Source: an optimization exercise on an open RTL-to-GDS flow (aim: small area, a short achievable clock period and few clock cycles). Production flows keep margins and buffers that such runs may drop. In this exercise RTL edits were held to simulation tests only and were not proved equivalent to the original.

File: design.v
module cscp_seq (
   input  logic        clock,
   input  logic        reset,
   input  logic        req_valid,
   input  logic [4:0]  stat,
   output logic [10:0] ctrl,
   output logic        req_stall
);
   localparam integer TIME_BITS     = 32;
   localparam integer COEF_BITS     = 16;
   localparam integer LEN_BITS      = 24;
   localparam integer LANE_BITS     = 16;
   localparam integer COEFS_BITS    = 4 * LANE_BITS;
   localparam integer CEIL_BITS     = 16;
   localparam integer DT_BITS       = 16;
   localparam integer FRAC_BITS     = 16;
   localparam integer S_BITS        = FRAC_BITS + 1;
   localparam integer ACC_BITS      = 32;
   localparam integer PROD_BITS     = ACC_BITS + S_BITS + 1;
   localparam integer SUM_BITS      = PROD_BITS - FRAC_BITS + 1;
   localparam integer END_BITS      = LEN_BITS + 2;
   localparam integer TCMP_BITS     = (TIME_BITS > END_BITS) ? TIME_BITS : END_BITS;
   localparam integer CNT_BITS      = 4;
   localparam integer STEP_BITS     = 4;
   localparam integer CSR_IDX_BITS  = 3;
   localparam integer CSR_DATA_BITS = 64;
   localparam integer REQ_BITS      = DT_BITS + 2;      
   localparam integer RSP_BITS      = CEIL_BITS + 1;    
   localparam integer CTRL_BITS     = 11;               
   localparam integer STAT_BITS     = 5;                
   localparam [CNT_BITS-1:0] CNT_INIT = FRAC_BITS - 1;
   localparam [S_BITS-1:0]   S_ONE    = {1'b1, {FRAC_BITS{1'b0}}};
   localparam [2:0] CSR_RAMP_UP   = 3'd0;
   localparam [2:0] CSR_HOLD      = 3'd1;
   localparam [2:0] CSR_RAMP_DOWN = 3'd2;
   localparam [2:0] CSR_UP_COEF   = 3'd3;
   localparam [2:0] CSR_DOWN_COEF = 3'd4;
   localparam [2:0] CSR_CEILING   = 3'd5;
   localparam [1:0] SEG_UP   = 2'd0;
   localparam [1:0] SEG_HOLD = 2'd1;
   localparam [1:0] SEG_DOWN = 2'd2;
   localparam [3:0] OP_NOP       = 4'd0;
   localparam [3:0] OP_ACCEPT    = 4'd1;
   localparam [3:0] OP_CHECK     = 4'd2;
   localparam [3:0] OP_LOAD      = 4'd3;
   localparam [3:0] OP_DIV_STEP  = 4'd4;
   localparam [3:0] OP_HINIT     = 4'd5;
   localparam [3:0] OP_MUL       = 4'd6;
   localparam [3:0] OP_ADD       = 4'd7;
   localparam [3:0] OP_EMIT_RUN  = 4'd8;
   localparam [3:0] OP_EMIT_IDLE = 4'd9;
   localparam [2:0] COND_NEVER       = 3'd0;
   localparam [2:0] COND_ALWAYS      = 3'd1;
   localparam [2:0] COND_NO_REQ      = 3'd2;
   localparam [2:0] COND_IDLE        = 3'd3;
   localparam [2:0] COND_HOLD        = 3'd4;
   localparam [2:0] COND_DIV_MORE    = 3'd5;
   localparam [2:0] COND_HORNER_MORE = 3'd6;
   localparam [2:0] COND_OUT_BUSY    = 3'd7;
   localparam [3:0] STEP_WAIT      = 4'd0;
   localparam [3:0] STEP_CHECK     = 4'd1;
   localparam [3:0] STEP_LOAD      = 4'd2;
   localparam [3:0] STEP_DIV       = 4'd3;
   localparam [3:0] STEP_HINIT     = 4'd4;
   localparam [3:0] STEP_MUL       = 4'd5;
   localparam [3:0] STEP_ADD       = 4'd6;
   localparam [3:0] STEP_EMIT_RUN  = 4'd7;
   localparam [3:0] STEP_RET_RUN   = 4'd8;
   localparam [3:0] STEP_EMIT_IDLE = 4'd9;
   localparam [3:0] STEP_RET_IDLE  = 4'd10;
   logic [STEP_BITS-1:0] step_ff;
   logic [STEP_BITS-1:0] step_in;
   logic                 take;
   logic [3:0]           op;
   logic [2:0]           cond;
   logic [3:0]           target;
   always_comb begin
      case (step_ff)
         STEP_WAIT:      begin op = OP_ACCEPT;    cond = COND_NO_REQ;      target = STEP_WAIT;      end
         STEP_CHECK:     begin op = OP_CHECK;     cond = COND_IDLE;        target = STEP_EMIT_IDLE; end
         STEP_LOAD:      begin op = OP_LOAD;      cond = COND_HOLD;        target = STEP_HINIT;     end
         STEP_DIV:       begin op = OP_DIV_STEP;  cond = COND_DIV_MORE;    target = STEP_DIV;       end
         STEP_HINIT:     begin op = OP_HINIT;     cond = COND_NEVER;       target = STEP_WAIT;      end
         STEP_MUL:       begin op = OP_MUL;       cond = COND_NEVER;       target = STEP_WAIT;      end
         STEP_ADD:       begin op = OP_ADD;       cond = COND_HORNER_MORE; target = STEP_MUL;       end
         STEP_EMIT_RUN:  begin op = OP_EMIT_RUN;  cond = COND_OUT_BUSY;    target = STEP_EMIT_RUN;  end
         STEP_RET_RUN:   begin op = OP_NOP;       cond = COND_ALWAYS;      target = STEP_WAIT;      end
         STEP_EMIT_IDLE: begin op = OP_EMIT_IDLE; cond = COND_OUT_BUSY;    target = STEP_EMIT_IDLE; end
         STEP_RET_IDLE:  begin op = OP_NOP;       cond = COND_ALWAYS;      target = STEP_WAIT;      end
         default:        begin op = OP_NOP;       cond = COND_ALWAYS;      target = STEP_WAIT;      end
      endcase
   end
   assign ctrl      = {op, cond, target};
   assign req_stall = (step_ff != STEP_WAIT);
   always_comb begin
      case (cond)
         COND_NEVER:       take = 1'b0;
         COND_ALWAYS:      take = 1'b1;
         COND_NO_REQ:      take = !req_valid;
         COND_IDLE:        take = !stat[4];
         COND_HOLD:        take = stat[3];
         COND_DIV_MORE:    take = stat[2];
         COND_HORNER_MORE: take = stat[1];
         COND_OUT_BUSY:    take = stat[0];
         default:          take = 1'b1;
      endcase
      step_in = take ? target : step_ff + 1'b1;
   end
   always_ff @(posedge clock) begin
      if (reset) begin
         step_ff <= STEP_WAIT;
      end else begin
         step_ff <= step_in;
      end
   end
endmodule
module cscp_dpath (
   input  logic         clock,
   input  logic         reset,
   input  logic [10:0]  ctrl,
   input  logic [23:0]  cfg_up_len,
   input  logic [23:0]  cfg_hold_len,
   input  logic [23:0]  cfg_down_len,
   input  logic [63:0]  cfg_up_coef,
   input  logic [63:0]  cfg_down_coef,
   input  logic [15:0]  cfg_ceiling,
   input  logic [17:0]  req_data,
   input  logic         rsp_stall,
   output logic [4:0]   stat,
   output logic         rsp_valid,
   output logic [16:0]  rsp_data
);
   localparam integer TIME_BITS     = 32;
   localparam integer COEF_BITS     = 16;
   localparam integer LEN_BITS      = 24;
   localparam integer LANE_BITS     = 16;
   localparam integer COEFS_BITS    = 4 * LANE_BITS;
   localparam integer CEIL_BITS     = 16;
   localparam integer DT_BITS       = 16;
   localparam integer FRAC_BITS     = 16;
   localparam integer S_BITS        = FRAC_BITS + 1;
   localparam integer ACC_BITS      = 32;
   localparam integer PROD_BITS     = ACC_BITS + S_BITS + 1;
   localparam integer SUM_BITS      = PROD_BITS - FRAC_BITS + 1;
   localparam integer END_BITS      = LEN_BITS + 2;
   localparam integer TCMP_BITS     = (TIME_BITS > END_BITS) ? TIME_BITS : END_BITS;
   localparam integer CNT_BITS      = 4;
   localparam integer STEP_BITS     = 4;
   localparam integer CSR_IDX_BITS  = 3;
   localparam integer CSR_DATA_BITS = 64;
   localparam integer REQ_BITS      = DT_BITS + 2;      
   localparam integer RSP_BITS      = CEIL_BITS + 1;    
   localparam integer CTRL_BITS     = 11;               
   localparam integer STAT_BITS     = 5;                
   localparam [CNT_BITS-1:0] CNT_INIT = FRAC_BITS - 1;
   localparam [S_BITS-1:0]   S_ONE    = {1'b1, {FRAC_BITS{1'b0}}};
   localparam [2:0] CSR_RAMP_UP   = 3'd0;
   localparam [2:0] CSR_HOLD      = 3'd1;
   localparam [2:0] CSR_RAMP_DOWN = 3'd2;
   localparam [2:0] CSR_UP_COEF   = 3'd3;
   localparam [2:0] CSR_DOWN_COEF = 3'd4;
   localparam [2:0] CSR_CEILING   = 3'd5;
   localparam [1:0] SEG_UP   = 2'd0;
   localparam [1:0] SEG_HOLD = 2'd1;
   localparam [1:0] SEG_DOWN = 2'd2;
   localparam [3:0] OP_NOP       = 4'd0;
   localparam [3:0] OP_ACCEPT    = 4'd1;
   localparam [3:0] OP_CHECK     = 4'd2;
   localparam [3:0] OP_LOAD      = 4'd3;
   localparam [3:0] OP_DIV_STEP  = 4'd4;
   localparam [3:0] OP_HINIT     = 4'd5;
   localparam [3:0] OP_MUL       = 4'd6;
   localparam [3:0] OP_ADD       = 4'd7;
   localparam [3:0] OP_EMIT_RUN  = 4'd8;
   localparam [3:0] OP_EMIT_IDLE = 4'd9;
   localparam [2:0] COND_NEVER       = 3'd0;
   localparam [2:0] COND_ALWAYS      = 3'd1;
   localparam [2:0] COND_NO_REQ      = 3'd2;
   localparam [2:0] COND_IDLE        = 3'd3;
   localparam [2:0] COND_HOLD        = 3'd4;
   localparam [2:0] COND_DIV_MORE    = 3'd5;
   localparam [2:0] COND_HORNER_MORE = 3'd6;
   localparam [2:0] COND_OUT_BUSY    = 3'd7;
   localparam [3:0] STEP_WAIT      = 4'd0;
   localparam [3:0] STEP_CHECK     = 4'd1;
   localparam [3:0] STEP_LOAD      = 4'd2;
   localparam [3:0] STEP_DIV       = 4'd3;
   localparam [3:0] STEP_HINIT     = 4'd4;
   localparam [3:0] STEP_MUL       = 4'd5;
   localparam [3:0] STEP_ADD       = 4'd6;
   localparam [3:0] STEP_EMIT_RUN  = 4'd7;
   localparam [3:0] STEP_RET_RUN   = 4'd8;
   localparam [3:0] STEP_EMIT_IDLE = 4'd9;
   localparam [3:0] STEP_RET_IDLE  = 4'd10;
   logic [3:0] op;
   assign op = ctrl[10:7];
   logic                 run_ff, run_in;
   logic                 last_en_ff, last_en_in;
   logic                 last_relay_ff, last_relay_in;
   logic [TIME_BITS-1:0] elapsed_ff, elapsed_in;
   logic                 rsp_valid_ff, rsp_valid_in;
   logic [REQ_BITS-1:0]         item_ff, item_in;
   logic [END_BITS-1:0]         down_start_ff, down_start_in;
   logic [END_BITS-1:0]         run_end_ff, run_end_in;
   logic [LEN_BITS-1:0]         dlen_ff, dlen_in;
   logic [1:0]                  seg_ff, seg_in;
   logic [LEN_BITS-1:0]         rem_ff, rem_in;
   logic [LEN_BITS-1:0]         div_ff, div_in;
   logic [FRAC_BITS-1:0]        quo_ff, quo_in;
   logic [CNT_BITS-1:0]         cnt_ff, cnt_in;
   logic [S_BITS-1:0]           s_ff, s_in;
   logic signed [ACC_BITS-1:0]  acc_ff, acc_in;
   logic signed [PROD_BITS-1:0] prod_ff, prod_in;
   logic [1:0]                  lane_ff, lane_in;
   logic [RSP_BITS-1:0]         rsp_ff, rsp_in;
   logic                       en, relay, start, run_a, run_go, out_busy;
   logic [TIME_BITS-1:0]       t_chk;
   logic [TCMP_BITS-1:0]       te_chk, te_cur, trel_wide;
   logic                       in_up, in_hold, in_down;
   logic [LEN_BITS:0]          r2, r2_diff;
   logic [COEFS_BITS-1:0]      coefs;
   logic signed [S_BITS:0]     s_sgn;
   logic signed [COEF_BITS-1:0] lane_raw, top_raw;
   logic signed [ACC_BITS-1:0] lane_c, top_c;
   logic signed [PROD_BITS-1:0] prod_sh;
   logic signed [SUM_BITS-1:0] sum;
   logic [TIME_BITS:0]         tsum;
   logic [CEIL_BITS-1:0]       y;
   logic [LEN_BITS-1:0]        dlen_eff;
   assign en       = item_ff[1];
   assign relay    = item_ff[0];
   assign start    = en && !relay && !run_ff && (!last_en_ff || (last_relay_ff && !relay));
   assign run_a    = (start || run_ff) && en && !relay;
   assign t_chk    = start ? {TIME_BITS{1'b0}} : elapsed_ff;
   assign te_chk   = t_chk;
   assign in_up    = te_chk < {8'd0, cfg_up_len};
   assign in_hold  = te_chk < {6'd0, down_start_ff};
   assign in_down  = te_chk < {6'd0, run_end_ff};
   assign run_go   = run_a && in_down;
   assign out_busy = rsp_valid_ff && rsp_stall;
   assign dlen_eff  = (cfg_down_len == {LEN_BITS{1'b0}}) ? 24'd1 : cfg_down_len;
   assign te_cur    = elapsed_ff;
   assign trel_wide = te_cur - {6'd0, down_start_ff};
   assign r2        = {rem_ff, 1'b0};
   assign r2_diff   = r2 - {1'b0, div_ff};
   assign coefs     = (seg_ff == SEG_DOWN) ? cfg_down_coef : cfg_up_coef;
   assign s_sgn     = {1'b0, s_ff};
   assign lane_raw  = coefs[lane_ff*LANE_BITS +: LANE_BITS];
   assign top_raw   = coefs[3*LANE_BITS +: LANE_BITS];
   assign lane_c    = lane_raw;
   assign top_c     = top_raw;
   assign prod_sh   = prod_ff >>> FRAC_BITS;
   assign sum       = $signed(prod_sh[SUM_BITS-1:0]) + lane_c;
   assign tsum      = {1'b0, elapsed_ff} + {17'd0, item_ff[REQ_BITS-1:2]};
   always_comb begin
      if (acc_ff[ACC_BITS-1]) begin
         y = {CEIL_BITS{1'b0}};
      end else if (acc_ff[ACC_BITS-2:0] > {15'd0, cfg_ceiling}) begin
         y = cfg_ceiling;
      end else begin
         y = acc_ff[CEIL_BITS-1:0];
      end
   end
   assign stat = {run_go, (seg_ff == SEG_HOLD), (cnt_ff != {CNT_BITS{1'b0}}),
                  (lane_ff != 2'd0), out_busy};
   always_comb begin
      run_in        = run_ff;
      last_en_in    = last_en_ff;
      last_relay_in = last_relay_ff;
      elapsed_in    = elapsed_ff;
      rsp_valid_in  = out_busy;
      item_in       = item_ff;
      down_start_in = down_start_ff;
      run_end_in    = run_end_ff;
      dlen_in       = dlen_ff;
      seg_in        = seg_ff;
      rem_in        = rem_ff;
      div_in        = div_ff;
      quo_in        = quo_ff;
      cnt_in        = cnt_ff;
      s_in          = s_ff;
      acc_in        = acc_ff;
      prod_in       = prod_ff;
      lane_in       = lane_ff;
      rsp_in        = rsp_ff;
      case (op)
         OP_ACCEPT: begin
            item_in       = req_data;
            dlen_in       = dlen_eff;
            down_start_in = {2'd0, cfg_up_len} + {2'd0, cfg_hold_len};
            run_end_in    = {2'd0, cfg_up_len} + {2'd0, cfg_hold_len} + {2'd0, dlen_eff};
         end
         OP_CHECK: begin
            last_en_in    = en;
            last_relay_in = relay;
            run_in        = run_go;
            elapsed_in    = t_chk;
            if (in_up) begin
               seg_in = SEG_UP;
            end else if (in_hold) begin
               seg_in = SEG_HOLD;
            end else begin
               seg_in = SEG_DOWN;
            end
         end
         OP_LOAD: begin
            if (seg_ff == SEG_DOWN) begin
               rem_in = trel_wide[LEN_BITS-1:0];
               div_in = dlen_ff;
            end else begin
               rem_in = elapsed_ff[LEN_BITS-1:0];
               div_in = cfg_up_len;
            end
            cnt_in = CNT_INIT;
         end
         OP_DIV_STEP: begin
            if (!r2_diff[LEN_BITS]) begin
               rem_in = r2_diff[LEN_BITS-1:0];
               quo_in = {quo_ff[FRAC_BITS-2:0], 1'b1};
            end else begin
               rem_in = r2[LEN_BITS-1:0];
               quo_in = {quo_ff[FRAC_BITS-2:0], 1'b0};
            end
            cnt_in = cnt_ff - 1'b1;
         end
         OP_HINIT: begin
            s_in    = (seg_ff == SEG_HOLD) ? S_ONE : {1'b0, quo_ff};
            acc_in  = top_c;
            lane_in = 2'd2;
         end
         OP_MUL: begin
            prod_in = acc_ff * s_sgn;
         end
         OP_ADD: begin
            if ((sum[SUM_BITS-1:ACC_BITS-1] == {(SUM_BITS-ACC_BITS+1){1'b0}}) ||
                (sum[SUM_BITS-1:ACC_BITS-1] == {(SUM_BITS-ACC_BITS+1){1'b1}})) begin
               acc_in = sum[ACC_BITS-1:0];
            end else if (sum[SUM_BITS-1]) begin
               acc_in = {1'b1, {(ACC_BITS-1){1'b0}}};
            end else begin
               acc_in = {1'b0, {(ACC_BITS-1){1'b1}}};
            end
            lane_in = lane_ff - 1'b1;
         end
         OP_EMIT_RUN: begin
            if (!out_busy) begin
               rsp_in       = {y, 1'b1};
               rsp_valid_in = 1'b1;
               elapsed_in   = tsum[TIME_BITS] ? {TIME_BITS{1'b1}} : tsum[TIME_BITS-1:0];
            end
         end
         OP_EMIT_IDLE: begin
            if (!out_busy) begin
               rsp_in       = {RSP_BITS{1'b0}};
               rsp_valid_in = 1'b1;
            end
         end
         default: begin
         end
      endcase
   end
   always_ff @(posedge clock) begin
      if (reset) begin
         run_ff        <= 1'b0;
         last_en_ff    <= 1'b0;
         last_relay_ff <= 1'b0;
         elapsed_ff    <= {TIME_BITS{1'b0}};
         rsp_valid_ff  <= 1'b0;
      end else begin
         run_ff        <= run_in;
         last_en_ff    <= last_en_in;
         last_relay_ff <= last_relay_in;
         elapsed_ff    <= elapsed_in;
         rsp_valid_ff  <= rsp_valid_in;
      end
   end
   always_ff @(posedge clock) begin
      item_ff       <= item_in;
      down_start_ff <= down_start_in;
      run_end_ff    <= run_end_in;
      dlen_ff       <= dlen_in;
      seg_ff        <= seg_in;
      rem_ff        <= rem_in;
      div_ff        <= div_in;
      quo_ff        <= quo_in;
      cnt_ff        <= cnt_in;
      s_ff          <= s_in;
      acc_ff        <= acc_in;
      prod_ff       <= prod_in;
      lane_ff       <= lane_in;
      rsp_ff        <= rsp_in;
   end
   assign rsp_valid = rsp_valid_ff;
   assign rsp_data  = rsp_ff;
endmodule
module cubic_segment_current_profile_top (
   input  logic         clock,
   input  logic         reset,
   input  logic         req_valid,
   output logic         req_stall,
   input  logic [17:0]  req_data,
   output logic         rsp_valid,
   input  logic         rsp_stall,
   output logic [16:0]  rsp_data,
   input  logic         csr_wr_en,
   input  logic [2:0]   csr_index,
   input  logic [63:0]  csr_wdata
);
   localparam integer TIME_BITS     = 32;
   localparam integer COEF_BITS     = 16;
   localparam integer LEN_BITS      = 24;
   localparam integer LANE_BITS     = 16;
   localparam integer COEFS_BITS    = 4 * LANE_BITS;
   localparam integer CEIL_BITS     = 16;
   localparam integer DT_BITS       = 16;
   localparam integer FRAC_BITS     = 16;
   localparam integer S_BITS        = FRAC_BITS + 1;
   localparam integer ACC_BITS      = 32;
   localparam integer PROD_BITS     = ACC_BITS + S_BITS + 1;
   localparam integer SUM_BITS      = PROD_BITS - FRAC_BITS + 1;
   localparam integer END_BITS      = LEN_BITS + 2;
   localparam integer TCMP_BITS     = (TIME_BITS > END_BITS) ? TIME_BITS : END_BITS;
   localparam integer CNT_BITS      = 4;
   localparam integer STEP_BITS     = 4;
   localparam integer CSR_IDX_BITS  = 3;
   localparam integer CSR_DATA_BITS = 64;
   localparam integer REQ_BITS      = DT_BITS + 2;      
   localparam integer RSP_BITS      = CEIL_BITS + 1;    
   localparam integer CTRL_BITS     = 11;               
   localparam integer STAT_BITS     = 5;                
   localparam [CNT_BITS-1:0] CNT_INIT = FRAC_BITS - 1;
   localparam [S_BITS-1:0]   S_ONE    = {1'b1, {FRAC_BITS{1'b0}}};
   localparam [2:0] CSR_RAMP_UP   = 3'd0;
   localparam [2:0] CSR_HOLD      = 3'd1;
   localparam [2:0] CSR_RAMP_DOWN = 3'd2;
   localparam [2:0] CSR_UP_COEF   = 3'd3;
   localparam [2:0] CSR_DOWN_COEF = 3'd4;
   localparam [2:0] CSR_CEILING   = 3'd5;
   localparam [1:0] SEG_UP   = 2'd0;
   localparam [1:0] SEG_HOLD = 2'd1;
   localparam [1:0] SEG_DOWN = 2'd2;
   localparam [3:0] OP_NOP       = 4'd0;
   localparam [3:0] OP_ACCEPT    = 4'd1;
   localparam [3:0] OP_CHECK     = 4'd2;
   localparam [3:0] OP_LOAD      = 4'd3;
   localparam [3:0] OP_DIV_STEP  = 4'd4;
   localparam [3:0] OP_HINIT     = 4'd5;
   localparam [3:0] OP_MUL       = 4'd6;
   localparam [3:0] OP_ADD       = 4'd7;
   localparam [3:0] OP_EMIT_RUN  = 4'd8;
   localparam [3:0] OP_EMIT_IDLE = 4'd9;
   localparam [2:0] COND_NEVER       = 3'd0;
   localparam [2:0] COND_ALWAYS      = 3'd1;
   localparam [2:0] COND_NO_REQ      = 3'd2;
   localparam [2:0] COND_IDLE        = 3'd3;
   localparam [2:0] COND_HOLD        = 3'd4;
   localparam [2:0] COND_DIV_MORE    = 3'd5;
   localparam [2:0] COND_HORNER_MORE = 3'd6;
   localparam [2:0] COND_OUT_BUSY    = 3'd7;
   localparam [3:0] STEP_WAIT      = 4'd0;
   localparam [3:0] STEP_CHECK     = 4'd1;
   localparam [3:0] STEP_LOAD      = 4'd2;
   localparam [3:0] STEP_DIV       = 4'd3;
   localparam [3:0] STEP_HINIT     = 4'd4;
   localparam [3:0] STEP_MUL       = 4'd5;
   localparam [3:0] STEP_ADD       = 4'd6;
   localparam [3:0] STEP_EMIT_RUN  = 4'd7;
   localparam [3:0] STEP_RET_RUN   = 4'd8;
   localparam [3:0] STEP_EMIT_IDLE = 4'd9;
   localparam [3:0] STEP_RET_IDLE  = 4'd10;
   logic [LEN_BITS-1:0]   up_len_ff, hold_len_ff, down_len_ff;
   logic [COEFS_BITS-1:0] up_coef_ff, down_coef_ff;
   logic [CEIL_BITS-1:0]  ceiling_ff;
   logic [10:0]           ctrl;
   logic [4:0]            stat;
   always_ff @(posedge clock) begin
      if (reset) begin
         up_len_ff    <= {LEN_BITS{1'b0}};
         hold_len_ff  <= {LEN_BITS{1'b0}};
         down_len_ff  <= {LEN_BITS{1'b0}};
         up_coef_ff   <= {COEFS_BITS{1'b0}};
         down_coef_ff <= {COEFS_BITS{1'b0}};
         ceiling_ff   <= {CEIL_BITS{1'b1}};
      end else if (csr_wr_en) begin
         case (csr_index)
            CSR_RAMP_UP:   up_len_ff    <= csr_wdata[LEN_BITS-1:0];
            CSR_HOLD:      hold_len_ff  <= csr_wdata[LEN_BITS-1:0];
            CSR_RAMP_DOWN: down_len_ff  <= csr_wdata[LEN_BITS-1:0];
            CSR_UP_COEF:   up_coef_ff   <= csr_wdata[COEFS_BITS-1:0];
            CSR_DOWN_COEF: down_coef_ff <= csr_wdata[COEFS_BITS-1:0];
            CSR_CEILING:   ceiling_ff   <= csr_wdata[CEIL_BITS-1:0];
            default: begin
            end
         endcase
      end
   end
   cscp_seq u_seq (
      .clock     (clock),
      .reset     (reset),
      .req_valid (req_valid),
      .stat      (stat),
      .ctrl      (ctrl),
      .req_stall (req_stall)
   );
   cscp_dpath u_dpath (
      .clock         (clock),
      .reset         (reset),
      .ctrl          (ctrl),
      .cfg_up_len    (up_len_ff),
      .cfg_hold_len  (hold_len_ff),
      .cfg_down_len  (down_len_ff),
      .cfg_up_coef   (up_coef_ff),
      .cfg_down_coef (down_coef_ff),
      .cfg_ceiling   (ceiling_ff),
      .req_data      (req_data),
      .rsp_stall     (rsp_stall),
      .stat          (stat),
      .rsp_valid     (rsp_valid),
      .rsp_data      (rsp_data)
   );
endmodule
File: constraint.sdc
create_clock -name core_clock -period 9.0 [get_ports {clock}]
set_input_delay 1.8000 -clock core_clock [delete_from_list [all_inputs] [get_ports {clock}]]
set_output_delay 1.8000 -clock core_clock [all_outputs]
set_load 0.01 [all_outputs]
File: run.sh
#!/bin/bash
# synth_recipe.tcl (not shown) runs the flow's synth.tcl, then flattens the netlist and writes it again
# the make line also repeats each setting of config.mk as NAME=value (left out here)
make -C /OpenROAD-flow-scripts/flow DESIGN_CONFIG=/design/flow/config.mk WORK_HOME=/design/flow/orfs CLKGATE_MAP_FILE= SYNTH_SCRIPT=/design/flow/synth_recipe.tcl finish
File: config.mk
export PLATFORM = sky130hd
export DESIGN_NAME = cubic_segment_current_profile_top
export DESIGN_NICKNAME = cubic_segment_current_profile_top
export VERILOG_FILES = /design/flow/design.v
export SDC_FILE = /design/flow/constraint.sdc
export NUM_CORES = 4
export LEC_CHECK = 0
export CAP_MARGIN = 20
export CORE_MARGIN = 2
export CORE_UTILIZATION = 40
export SLEW_MARGIN = 20
==> notes.md <==
-- logic make-up (layout without fill, tap and decap cells) --
| logic type | Yosys count | in the layout | share of synthesized area (%) |
|---|---|---|---|
| simple gates | 1692 | 1692 | 16.47 |
| buf+inv | 1024 | 1055 | 7.987 |
| compound gates | 950 | 950 | 12.47 |
| fa+ha+maj | 881 | 881 | 30.90 |
| flops | 532 | 532 | 27.47 |
| xor+xnor | 155 | 155 | 2.804 |
| mux | 71 | 71 | 1.894 |
| other cells | 0 | 3 | 0 |
-- per-layer routing --
layer	vias to the layer above	part of all wire [%]	global-route usage [%]
met5	-	0.019	0
met3	156	8.4	4.710
met4	4	2.2	4.961
met2	1203	44	33.62
met1	18150	46	31.97
li1	17290	-	-
-- sequential cells by signal, indices dropped and copies added, names as in the netlist, 16 cells and up --
| signal | flops |
|---|---|
| u_dpath.run_end_ff | 26 |
| u_dpath.quo_ff | 16 |
| up_coef_ff | 64 |
| ceiling_ff | 16 |
| u_dpath.dlen_ff | 24 |
| u_dpath.rsp_ff | 17 |
| hold_len_ff | 24 |
| down_coef_ff | 64 |
| u_dpath.div_ff | 24 |
| down_len_ff | 24 |
| u_dpath.elapsed_ff | 32 |
| u_dpath.down_start_ff | 25 |
| u_dpath.acc_ff | 32 |
| u_dpath.item_ff | 18 |
| up_len_ff | 24 |
| u_dpath.prod_ff | 34 |
| u_dpath.rem_ff | 24 |
| u_dpath.s_ff | 17 |
-- area by class of cell --
class / instances / area [um2]
tap: 1612 / 2017
antenna: 3 / 7.507
multi-input combinational: 3749 / 31320
clock buffer: 76 / 1612
sequential: 532 / 13300
fill: 11680 / 66910
timing repair buffer: 168 / 1573
clock inverter: 33 / 319.1
inverter: 778 / 2920
-- through the flow --
stage,setup WS [ns],hold WS [ns]
floorplan,1.399,0.4174
global placement,1.701,0.4234
detailed placement,1.623,0.4253
CTS,1.634,0.4402
global route,1.223,0.4604
finish,1.530,0.4446
-- worst max path at each step --
stage	start	endpoint	slack, ns
after floorplan	u_dpath.op[0]$_DFF_P_	u_dpath.dlen_ff[0]$_DFFE_PN_	1.40
after global placement	u_dpath.s_ff[11]$_SDFFCE_PP0N_	u_dpath.prod_ff[49]$_DFFE_PN_	1.70
after detailed placement	u_dpath.s_ff[5]$_SDFFCE_PP0N_	u_dpath.prod_ff[49]$_DFFE_PN_	1.62
after CTS	u_dpath.s_ff[5]$_SDFFCE_PP0N_	u_dpath.prod_ff[49]$_DFFE_PN_	1.63
after global routing	u_dpath.s_ff[5]$_SDFFCE_PP0N_	u_dpath.prod_ff[49]$_DFFE_PN_	1.22
final	u_dpath.s_ff[6]$_SDFFCE_PP0N_	u_dpath.prod_ff[49]$_DFFE_PN_	1.53
-- cells in the final DEF, fill, tap and decap left out, types with 28 or more instances in the layout --
master                              n
sky130_fd_sc_hd__nor3_1            42
sky130_fd_sc_hd__fa_1             525
sky130_fd_sc_hd__clkbuf_16         60
sky130_fd_sc_hd__nand2_1          848
sky130_fd_sc_hd__buf_4             57
sky130_fd_sc_hd__edfxtp_1         265
sky130_fd_sc_hd__nor2b_1           31
sky130_fd_sc_hd__inv_1            775
sky130_fd_sc_hd__xnor2_1          104
sky130_fd_sc_hd__a21oi_1          392
sky130_fd_sc_hd__nor2_1           183
sky130_fd_sc_hd__clkdlybuf4s50_1  107
sky130_fd_sc_hd__dfxtp_1          267
sky130_fd_sc_hd__ha_1             356
sky130_fd_sc_hd__a211oi_1          39
sky130_fd_sc_hd__and2_1           370
sky130_fd_sc_hd__xor2_1            51
sky130_fd_sc_hd__mux2i_1           52
sky130_fd_sc_hd__o21a_1            39
sky130_fd_sc_hd__a21o_1           104
sky130_fd_sc_hd__nand2b_1          28
sky130_fd_sc_hd__o211ai_1          30
sky130_fd_sc_hd__nand3_1           50
sky130_fd_sc_hd__o21ai_0          127
-- critical path: stages (launching register included) --
cell	delay, ns
sky130_fd_sc_hd__edfxtp_1	0.79
sky130_fd_sc_hd__buf_4	0.38
sky130_fd_sc_hd__and2_1	0.19
sky130_fd_sc_hd__fa_1	0.39
sky130_fd_sc_hd__inv_1	0.08
sky130_fd_sc_hd__fa_1	0.43
sky130_fd_sc_hd__fa_1	0.51
sky130_fd_sc_hd__inv_1	0.05
sky130_fd_sc_hd__ha_1	0.30
sky130_fd_sc_hd__fa_1	0.50
sky130_fd_sc_hd__fa_1	0.42
sky130_fd_sc_hd__ha_1	0.31
sky130_fd_sc_hd__a211oi_1	0.54
sky130_fd_sc_hd__nand2b_1	0.21
sky130_fd_sc_hd__o2111ai_1	0.45
sky130_fd_sc_hd__a21oi_1	0.23
sky130_fd_sc_hd__nor3_1	0.35
sky130_fd_sc_hd__o21ai_1	0.27
sky130_fd_sc_hd__a211o_1	0.37
sky130_fd_sc_hd__a21o_1	0.21
sky130_fd_sc_hd__a21oi_1	0.17
sky130_fd_sc_hd__xnor2_1	0.08
==> results.rst <==
.. list-table::
   :header-rows: 1

   * - Metric
     - Value
   * - Routed wirelength normalized by instance count
     - 19.69 um
   * - Num Clock Sinks
     - 532
   * - Pin count of the biggest net entering global routing
     - 205
   * - Count of pins over their slew limit
     - 0
   * - # IOs
     - 109
   * - Worst EP arrival
     - 7.88 ns
   * - Number of port buffers
     - 108
   * - Maximum net fanout on the critical path
     - 18
   * - Cell types with the largest area share after synthesis
     - sky130_fd_sc_hd__fa_1 (22%), sky130_fd_sc_hd__edfxtp_1 (16%), sky130_fd_sc_hd__dfxtp_1 (11%)
   * - Final critical path time including I/O delays and setup
     - 7.470 ns
   * - RR Endpoint
     - u_dpath.prod_ff[49]$_DFFE_PN_
   * - Most area-hungry cell type in the Yosys netlist
     - sky130_fd_sc_hd__fa_1
   * - Num CTS Buffers
     - 60
   * - Post-route clock period utilization
     - 83.00%
   * - Sum of overflow across all layers after global routing
     - 0
   * - Most common cell in the synthesized netlist
     - sky130_fd_sc_hd__nand2_1
   * - Cell Area, Placed
     - 51100 um2
   * - Number of enable-type register cells in the synthesized netlist
     - 265
   * - Final setup violation count
     - 0
   * - Worst-margin pin slew
     - 1.265 ns
   * - Finished Layout Cells
     - 6951
   * - Number of instances in the placed design
     - 6838
   * - Type of element capturing the critical path
     - flip-flop
   * - Clock latency on the worst-skew pair
     - 0.69 ns
   * - Antenna Nets Post-Route
     - 0
   * - Die height
     - 351.9 um
   * - Total negative slack
     - 0 ns
   * - Post-layout instance area
     - 53070 um2
   * - Worst Hold Endpoint
     - u_dpath.quo_ff[2]$_DFFE_PP_
   * - Startpoint type of the worst setup path
     - flip-flop
   * - TritonRoute pass-1 iters
     - 6
   * - Row Count
     - 127
   * - Origin of the worst min-delay path
     - u_dpath.quo_ff[1]$_DFFE_PP_
   * - Area growth, synth to finish
     - 9.592%
   * - Result of the run
     - finished clean
   * - Total routed wirelength
     - 136.8 mm
   * - Final hold viol count
     - 0
   * - Flip-flop and latch count after synthesis
     - 532
   * - Max-capacitance violation count
     - 0
   * - Synth Cell Area
     - 48420 um2
   * - Proportion of synthesized chip area in sequential cells
     - 27.47%
   * - Weighted congestion reported at the end of routability-driven placement
     - 0.9168
   * - Slew margin rel.
     - 15.65%
   * - Core area
     - 120000 um2
   * - Reg clk slew, reported paths
     - 0.06 ns
   * - Wire length of the first global-routing pass
     - 214.0 mm
   * - Unrepaired setup endpoints after global routing
     - no
   * - Share of flip-flops with an asynchronous set or reset
     - 0%
   * - Yosys synthesis warning count
     - 3
   * - DRC errors left
     - 0
   * - Cts hold-fix bufs
     - 0
   * - FF-to-FF path depth
     - 21
   * - Total global-route track usage
     - 22.05%
   * - Slack of the worst reg-to-reg path
     - 1.53 ns
   * - Half-perimeter wire length after detailed placement
     - 104.2 mm
   * - Chip Width
     - 351.9 um
   * - Share of final-layout standard cells stronger than drive strength 1
     - 4.685%
   * - Via-to-Cell Ratio
     - 5.294
   * - Via count of the first global-routing pass
     - 36450
   * - Path type of the worst setup path
     - reg -> reg
   * - Maximum count of clock buffers along a single path
     - 3
   * - Setup Skew
     - 0.06265 ns
   * - Number of nets in the final layout
     - 6260
   * - Origin of the critical flop-to-flop path
     - u_dpath.s_ff[6]$_SDFFCE_PP0N_
   * - Floorplan die area
     - 123900 um2
   * - FMAX
     - 133.9 MHz
   * - CTS-repair resized insts
     - 0
   * - H-tree depth
     - 2
   * - Required @ worst endpoint
     - 9.41 ns
   * - Clock tree from TritonCTS
     - built
   * - Routed via count
     - 36800
   * - Violation count after the first detailed-routing iteration
     - 2851
   * - Number of standard cells after synthesis
     - 5305
   * - Antenna violations before repair
     - 7
   * - Distinct cell type count of the synthesized netlist
     - 99
   * - Effective utilization at floorplan
     - 40.36%
   * - Net count after synthesis
     - 6276
   * - Synth top cells by count
     - sky130_fd_sc_hd__nand2_1 (848), sky130_fd_sc_hd__inv_1 (775), sky130_fd_sc_hd__fa_1 (525)
   * - Core utilization of the finished layout
     - 44.23%
   * - Type of the most critical hold path
     - reg -> reg
   * - Buffer cell driving the clock tree root
     - sky130_fd_sc_hd__clkbuf_16
   * - Number of cells traversed by the worst hold path
     - 0
   * - Fraction of post-synthesis cell area in the top cell type by area
     - 21.71%
   * - Post-CTS Repair Setup Buffers
     - 0
   * - Main flop type after synthesis
     - sky130_fd_sc_hd__dfxtp_1
   * - Average size of a mapped cell
     - 9.128 um2
Testbench counts, summed over its fixed seeds: cycles 90,864.

-- re-timing with driven ports --
Ports are ideal in the flow. The routed layout listed here was re-timed in OpenROAD. Step 1, drivers: a clkbuf_16 drives clock and a buf_2 each remaining input, both assumed. Step 2 times the ports against the registers' clock, not the clock port: input delays grow and output delays shrink by t, the midpoint of the rising clock arrivals with the driver on. a / b / c = ideal ports / drivers / drivers and shift; a / b = the first two.
t, ns: 0.731
setup slack, ns: 1.530 / 1.530 / 1.530
worst setup path after step 2: register to register
After both steps this run still meets setup and hold. The setup slack of this run moves by 0.000 ns with the drivers and by 0.000 ns with both steps.
